Context: an optimization exercise on an open-source flow, tuned for small area, a short achievable clock period and few clock cycles per item. The choices shown serve that exercise and are no tape-out recipe. RTL that was checked went through simulation tests only; none was proved equivalent to the original. Power is estimated from default activity; no workload was simulated.

build 33:
// signed_integer_to_custom_radix_digits
module signed_integer_to_custom_radix_digits (
	input  wire logic                             clk,
	input  wire logic                             arst_n,
	input  wire logic                             push,
	output logic                                  full,
	input  wire logic signed [sirc_pkg::IN_W-1:0] value,
	output logic                                  empty,
	input  wire logic                             pop,
	output logic [sirc_pkg::CHAR_W-1:0]           character,
	output logic                                  last,
	input  wire logic                             cfg_we,
	input  wire logic [1:0]                       cfg_index,
	input  wire logic [sirc_pkg::CFG_W-1:0]       cfg_data
);
	logic [CFG_W-1:0] lo_q;
	logic [CFG_W-1:0] hi_q;
	logic [4:0]       radix_q;
	logic             wlo_q;     
	logic             whi_q;     
	logic [3:0]       tt_q;
	logic [3:0]       ttm1_q;
	logic             odd_q;
	logic             m2_q;
	logic             m3_q;
	logic             m4_q;
	logic             p16_q;     
	logic             p8_q;      
	logic             ev_q;      
	logic [3:0]       wr_tt;
	logic [3:0]       wr_ttm1;
	logic             wr_odd;
	logic             wr_m2;
	logic             wr_m3;
	logic             wr_m4;
	logic             wr_p16;
	logic             wr_p8;
	logic             wr_ev;
	sirc_cfgdec u_cfgdec (
		.radix (cfg_data[4:0]),
		.tt    (wr_tt),
		.ttm1  (wr_ttm1),
		.odd   (wr_odd),
		.m2    (wr_m2),
		.m3    (wr_m3),
		.m4    (wr_m4),
  ...
export LEC_CHECK = 0
export CAP_MARGIN = 20
export CORE_MARGIN = 2
export CORE_UTILIZATION = 40
export SLEW_MARGIN = 20
export SYNTH_HIERARCHICAL = 1
export SYNTH_MINIMUM_KEEP_SIZE = 0
export TNS_END_PERCENT = 5
create_clock -name core_clock -period 12.0 [get_ports {clk}]
standard.sh (not shown) runs the stock make flow with config.mk's settings and CLKGATE_MAP_FILE= SYNTH_SCRIPT=/design/flow/synth_recipe.tcl, a recipe that flattens the netlist after the stock synthesis.
==> flow/flow/run.sh <==
#!/bin/bash
set -euo pipefail
export SETUP_SLACK_MARGIN=8
bash standard.sh > standard.log 2>&1
Testbench counts of build 33, summed over its fixed seeds: cycles 63,268, items 4,096.
[inputs] build 21 vs build 33
Settings: SLEW_MARGIN changed from 20 to 0; CAP_MARGIN changed from 20 to 0.
==> flow/flow/run.sh <==
#!/bin/bash
set -euo pipefail
export SETUP_SLACK_MARGIN=8.5
bash standard.sh > standard.log 2>&1
### Flow results
Build 21: full flow OK, the timing, design-rule and antenna checks passed. Going from build 33 to build 21, clock latency reported for the late side of the worst-skew pair saw little to no change; via count shrank by 63. Re reported leakage power: build 33 was lower than build 21.
Changes in build 91 relative to build 21:
Settings: CAP_MARGIN: 0 -> 20; SLEW_MARGIN: 0 -> 20.
==> flow/flow/run.sh <==
#!/bin/bash
set -euo pipefail
export SETUP_SLACK_MARGIN=9
bash standard.sh > standard.log 2>&1
### Flow results
The cell area after layout on build 21 is in line with that on build 91. Summary of build 91 over build 21: worst-case setup margin in the final layout went down 0.092 ns; fraction of area in registers held; register share of total power went up 0.9 points. Post-layout instance count excluding filler cells: build 91 vs build 21, no meaningful difference. In the flow results for build 21 and build 91, the post-CTS setup buffer count is smaller on build 91. Build 91 vs build 21 on worst clock skew: build 91 is the higher one. On via count, build 21 and build 91 are basically level. Cmp build 21 and build 91 / met1 global-route usage / higher: build 21. There was hardly any difference in sequential power between build 21 and build 91.
The following lists how build 13 was set up differently from build 91:
==> flow/flow/run.sh <==
#!/bin/bash
set -euo pipefail
export SETUP_SLACK_MARGIN=8.5
bash standard.sh > standard.log 2>&1
## What came out
- Build 13 was carried through to the last stage, and its layout satisfied the timing, design-rule and antenna checks.
- Between build 13 and build 91, the difference in core utilization is negligible.
- Between build 13 and build 91, the worst path arrival time figures differ only marginally.
- The non-clock buffer count reported for build 13 is smaller than that of build 91 by 7.
- Combinational power ends up lower on build 13.
- Count of max-cap constraint violations: build 13 vs build 91 identical
- Build 13 has final routed wirelength across all metal layers below what build 91 had.
- Build 91 → build 13: number of hold violations in the final report roughly the same; area of all placed cells without fillers roughly the same; setup skew after layout roughly the same.

---

Another version of the RTL of signed_integer_to_custom_radix_digits (not shown whole).
Size in the first run: about 1600 cells after synthesis, ~20000 um2 of cells after synthesis.
clock: 12.0 ns
lec_check: 0
cap_margin: 20
core_margin: 2
core_utilization: 40
slew_margin: 20
synth_hierarchical: 1
synth_minimum_keep_size: 0
tns_end_percent: 5
==> flow/flow/run.sh <==
#!/bin/bash
set -euo pipefail
export SETUP_SLACK_MARGIN=8.5
bash standard.sh > standard.log 2>&1
Testbench counts at the start, summed over its fixed seeds: cycles 76,035, items 4,096.
Next try:
==> flow/flow/run.sh (replaced) <==
#!/bin/bash
set -euo pipefail
export SETUP_SLACK_MARGIN=8
bash standard.sh > standard.log 2>&1
- The changed run completed without violations
- utilization rose by 0.46 points
- wire length grows by about 0.6%
- combinational power is higher by about 2%
- worst hold slack hardly moves
- sequential power hardly moves
- final area climbs by 0.94%
- maximum frequency decreases by about 3.4%

---

== v6 ==
signed_integer_to_custom_radix_digits, a different RTL version from the one above (not shown whole).
Size: roughly 110 I/O pins, roughly 0.020 mm2 of cells after synthesis.
clock: 12.0 ns
lec_check: 0
cap_margin: 20
core_margin: 2
core_utilization: 40
slew_margin: 20
synth_hierarchical: 1
synth_minimum_keep_size: 0
==> flow/flow/run.sh <==
#!/bin/bash
set -euo pipefail
export SETUP_SLACK_MARGIN=8
bash standard.sh > standard.log 2>&1
v6 did not stop at any stage, and its layout met the timing, design-rule and antenna checks.
For v7, these inputs were changed with respect to v6:
==> flow/flow/run.sh <==
#!/bin/bash
set -euo pipefail
export SETUP_SLACK_MARGIN=7
bash standard.sh > standard.log 2>&1
==> comparison <==
v7 finished every stage and its layout cleared the timing, design-rule and antenna checks. Number of global-route vias before repair (v6 / v7): 1.05. When the final numbers for v7 and v6 were put side by side, the share of the core filled with cells in the final layout turned out to be smaller in v7. Worst hold slack in v7 vs v6: down 0.0070 ns. Relative to v6, largest fanout of any net on the critical path has gone up in v7.
Function was not checked in any run of this note: the RTL went through the layout flow alone.

---

build 84:
signed_integer_to_custom_radix_digits again, from the RTL that the note above started with.
export LEC_CHECK = 0
export CAP_MARGIN = 20
export CORE_MARGIN = 2
export CORE_UTILIZATION = 40
export SLEW_MARGIN = 20
export SYNTH_HIERARCHICAL = 1
export SYNTH_MINIMUM_KEEP_SIZE = 0
create_clock -name core_clock -period 12.0 [get_ports {clk}]
==> flow/flow/run.sh <==
#!/bin/bash
set -euo pipefail
export SETUP_SLACK_MARGIN=7.5
bash standard.sh > standard.log 2>&1
Relative to build 84, the following input files were edited for trial 10:
==> flow/flow/run.sh <==
#!/bin/bash
set -euo pipefail
export SETUP_SLACK_MARGIN=8
bash standard.sh > standard.log 2>&1
-- flow/config.mk --
<<< build 84, line 13
export SYNTH_MINIMUM_KEEP_SIZE = 0
>>> trial 10, line 13
export SYNTH_MINIMUM_KEEP_SIZE = 0
export TNS_END_PERCENT = 5
--- outcome ---
Timing, DRC, antenna: 0 failures across trial 10 and build 84. Compared with build 84, in trial 10 worst hold slack held, count of plain and timing-repair buffers in the layout went up 21, non-clock buffer area fraction after layout went up 0.73 points, hold-fix buffer count after cts held. On net load switching power, trial 10 does worse than build 84. Per the comparison of trial 10 with build 84, post-route total power went up; cell area went up; wire length of the first global-routing pass went up; setup slack increased by 0.19 ns relative to the old numbers.
Function was not checked in any run of this note: the RTL went through the layout flow alone.

---

Another version of the RTL of signed_integer_to_custom_radix_digits (not shown whole).
For scale: about 1700 cells after synthesis, roughly 0.020 mm2 of cells after synthesis.
==> flow/config.mk <==
export PLATFORM = sky130hd
export DESIGN_NAME = signed_integer_to_custom_radix_digits
export DESIGN_NICKNAME = signed_integer_to_custom_radix_digits
export VERILOG_FILES = /design/flow/design.v
export SDC_FILE = /design/flow/constraint.sdc
export NUM_CORES = 4
export LEC_CHECK = 0
export CAP_MARGIN = 20
export CORE_MARGIN = 2
export CORE_UTILIZATION = 40
export SLEW_MARGIN = 20
export SYNTH_HIERARCHICAL = 1
export SYNTH_MINIMUM_KEEP_SIZE = 0
==> flow/constraint.sdc <==
create_clock -name core_clock -period 12.0 [get_ports {clk}]
set_input_delay 2.4000 -clock core_clock [delete_from_list [all_inputs] [get_ports {clk}]]
set_output_delay 2.4000 -clock core_clock [all_outputs]
set_load 0.01 [all_outputs]
==> flow/flow/run.sh <==
#!/bin/bash
set -euo pipefail
export SETUP_SLACK_MARGIN=9
bash standard.sh > standard.log 2>&1
The baseline produced a clean layout.
Testbench counts at the start, summed over its fixed seeds: cycles 76,036, items 4,096.
Rerun with:
==> flow/flow/run.sh (replaced) <==
#!/bin/bash
set -euo pipefail
export SETUP_SLACK_MARGIN=8
bash standard.sh > standard.log 2>&1
After rerunning:
- sequential cell count does not change
- sequential power hardly moves
- hold slack degrades by 0.0054 ns
- via count shrinks by about 6.5%

==> afterwards: timing with drivers on the ports <==
In the flow no input, the clock included, has a driving cell. The finished layouts below were timed again as built, in two steps.
Step 1 (the two cells are an assumption about what drives the block):
set clk [get_ports {clk}]
set_driving_cell -lib_cell sky130_fd_sc_hd__clkbuf_16 $clk
set_driving_cell -lib_cell sky130_fd_sc_hd__buf_2 [delete_from_list [all_inputs] $clk]
Step 2 moves the port delays by t, midway between the first and last clock arrival at a register: inputs arrive t later, outputs are due t later. That takes back most of the time a late clock gives input paths.
Three values: ideal, step 1, step 2; two values: the first two.
run | t, ns | setup WS [ns] | worst hold slack (ns) | pins driven straight from the clock port
build 33 | 0.633 | 7.547 / 7.547 / 7.122 | 0.474 / 0.474 / 0.474 | 1
build 21 | 0.631 | 7.694 / 7.694 / 7.159 | 0.486 / 0.486 / 0.486 | 1
build 91 | 0.625 | 7.602 / 7.602 / 7.161 | 0.492 / 0.492 / 0.492 | 1
build 13 | 0.626 | 7.605 / 7.605 / 7.161 | 0.492 / 0.492 / 0.492 | 1
the first run of note 2 | 0.601 | 7.826 / 7.826 / 7.277 | 0.465 / 0.465 / 0.465 | 1
the second run of note 2 | 0.601 | 7.681 / 7.681 / 7.265 | 0.466 / 0.466 / 0.466 | 1
v6 | 0.623 | 7.765 / 7.765 / 7.429 | 0.464 / 0.464 / 0.464 | 1
v7 | 0.619 | 7.326 / 7.326 / 7.155 | 0.457 / 0.457 / 0.457 | 1
build 84 | 0.613 | 7.623 / 7.632 / 7.039 | 0.456 / 0.456 / 0.456 | 1
trial 10 | 0.627 | 7.815 / 7.815 / 7.271 | 0.456 / 0.456 / 0.456 | 1
the first run of note 5 | 0.623 | 7.674 / 7.617 / 7.763 | 0.462 / 0.462 / 0.462 | 1
the second run of note 5 | 0.614 | 7.715 / 7.663 / 7.440 | 0.457 / 0.457 / 0.457 | 1
After both steps setup and hold are still met in every run listed. The setup slack of build 84, which loses most, moves by +0.009 ns with the drivers and by -0.584 ns with both steps.
